This is an optimization exercise on Yosys and OpenROAD, whose aim is small area, not a production implementation. The RTL was checked by simulation tests, not by an equivalence proof against the original design. Power is estimated from default activity; no workload was simulated.

## v25
## regfile_multiport_sb
module regfile_multiport_sb #(
    parameter int unsigned XLEN  = regfile_pkg::XLEN_DEF,
    parameter int unsigned DEPTH = regfile_pkg::DEPTH_DEF,
    parameter int unsigned NREAD = regfile_pkg::NREAD_DEF,
    localparam int unsigned AW   = $clog2(DEPTH)
) (
    input  logic                  CLK,
    input  logic                  RESET_N,
    input  logic [NREAD*AW-1:0]   RADDR,
    output logic [NREAD*XLEN-1:0] RDATA,
    output logic [NREAD-1:0]      RBUSY,
    input  logic                  WE,
    input  logic [AW-1:0]         WADDR,
    input  logic [XLEN-1:0]       WDATA,
    input  logic                  ISSUE_VALID,
    input  logic [AW-1:0]         ISSUE_RD,
    output logic [AW:0]           PENDING_CNT
);
For scale: ~1100 flip-flops, about 130 I/O pins.
Settings: LEC_CHECK=0, CAP_MARGIN=0, CORE_MARGIN=2, CORE_UTILIZATION=50, CTS_BUF_LIST=sky130_fd_sc_hd__clkbuf_8, GPL_TIMING_DRIVEN=0, PLACE_DENSITY=0.72, SETUP_SLACK_MARGIN=0.2, SLEW_MARGIN=0, SYNTH_HIERARCHICAL=1; clock period 6.0 ns.
standard.sh (not shown) runs the stock make flow with config.mk's settings and CLKGATE_MAP_FILE= SYNTH_SCRIPT=/design/flow/synth_recipe.tcl, a recipe that flattens the netlist after the stock synthesis.
==> flow/flow/run.sh <==
#!/bin/bash
# Layout: the standard flow (standard.sh), with the input/output port
# buffers made of the smallest buffer, placement repair limited to small
# buffers, and a clock tree built without dummy loads and with larger sink
# clusters. Each tool's output goes to the ORFS logs under orfs/logs; make's
# own output goes to standard.log here.
set -euo pipefail
here=$(pwd)
bash standard.sh \
  'BUFFER_PORTS_ARGS=-buffer_cell sky130_fd_sc_hd__buf_1' \
  "PRE_RESIZE_TCL=$here/flow/pre_resize.tcl" \
  'CTS_ARGS=-sink_clustering_enable -repair_clock_nets -dont_use_dummy_load -buf_list {sky130_fd_sc_hd__clkbuf_8} -sink_clustering_size 17 -sink_clustering_max_diameter 70' \
  finish > standard.log 2>&1
==> flow/flow/pre_resize.tcl <==
# Keep placement repair to small buffers: the high-fanout nets here are
# short and need only modest drive.
set_dont_use [get_lib_cells {sky130_fd_sc_hd__buf_4 sky130_fd_sc_hd__buf_6 sky130_fd_sc_hd__buf_8 sky130_fd_sc_hd__buf_12 sky130_fd_sc_hd__buf_16 sky130_fd_sc_hd__bufbuf_8 sky130_fd_sc_hd__bufbuf_16}]
v25 completed every stage of the flow, and the final layout passed the timing, DRC and antenna checks.
> inputs changed (v25 -> v40)
Settings: swapping 0.72 for 0.85 in PLACE_DENSITY.
diff --git a/flow/flow/run.sh b/flow/flow/run.sh
--- a/flow/flow/run.sh
+++ b/flow/flow/run.sh
@@ -10,4 +10,4 @@
   'BUFFER_PORTS_ARGS=-buffer_cell sky130_fd_sc_hd__buf_1' \
   "PRE_RESIZE_TCL=$here/flow/pre_resize.tcl" \
-  'CTS_ARGS=-sink_clustering_enable -repair_clock_nets -dont_use_dummy_load -buf_list {sky130_fd_sc_hd__clkbuf_8} -sink_clustering_size 17 -sink_clustering_max_diameter 70' \
+  'CTS_ARGS=-sink_clustering_enable -repair_clock_nets -dont_use_dummy_load -buf_list {sky130_fd_sc_hd__clkbuf_8} -sink_clustering_size 18 -sink_clustering_max_diameter 60' \
   finish > standard.log 2>&1
### Flow results
- v25 → v40: largest fanout on the critical path climbed 1, pin count of the biggest net entering global routing up 2, overall power of the completed layout climbed about 0.6%, relative max-transition margin now smaller, stage delay of the slowest cell on the critical path lost 0.06 ns.
- Setup slack in v40 is larger than in v25.
- Diff v25..v40 | cell row count | unchanged
- Share of the cycle needed by the critical path after routing: v40 < v25
- v40 has setup slack of the most critical reg-to-reg path above what v25 had.
Changes in v17 relative to v40:
Settings: PLACE_DENSITY no longer set, was 0.85.
Findings:
Compared with v40, in v17 data arrival time of the worst path picked up an extra 0.32 ns; proportion of layout cells with a drive suffix above 1 picked up an extra 1.4 points; final standard cell area without fillers picked up an extra about 0.65%; portion of total power attributed to sequential cells lost 0.6 points.
Diff v40 -> v17: number of placed instances with taps included went up about 1%; number of standard cells in the final layout excluding fillers increased 0.80%; met1 wire length picked up an extra about 20%; combinational share of power neither gained nor lost much.
v17 finished every stage and its layout cleared the timing, DRC and antenna checks.
Looking at area growth from synthesis to final layout, v17 sits above v40.
v17 vs. v40: portion of the clock cycle consumed by the worst path in the final layout went up by 5.4 points.

==> static timing again, ports no longer ideal <==
The flow's constraints put no driver on any port. The routed layouts listed below were extracted and timed again, unchanged, in two steps. Step 1 assumes that a clkbuf_16 drives the clock port and a buf_2 every other input. Step 2, shift: input delay + t, output delay - t, t = (earliest + latest rising clock arrival at the registers) / 2. This alone moves slack from input paths to output paths. Three values: no drivers, after step 1, after step 2; two values: the first two.
run	t, ns	setup slack, ns	worst setup path at the end
v25	0.774	0.233 / 0.175 / 0.002	input to register
v40	0.784	0.363 / 0.256 / 0.161	input to register
v17	0.788	0.037 / -0.017 / -0.017	input to output
With both steps, setup timing fails in v17, where it was met with ideal ports. The setup slack of v25, which loses most, moves by -0.058 ns with the drivers and by -0.231 ns with both steps.
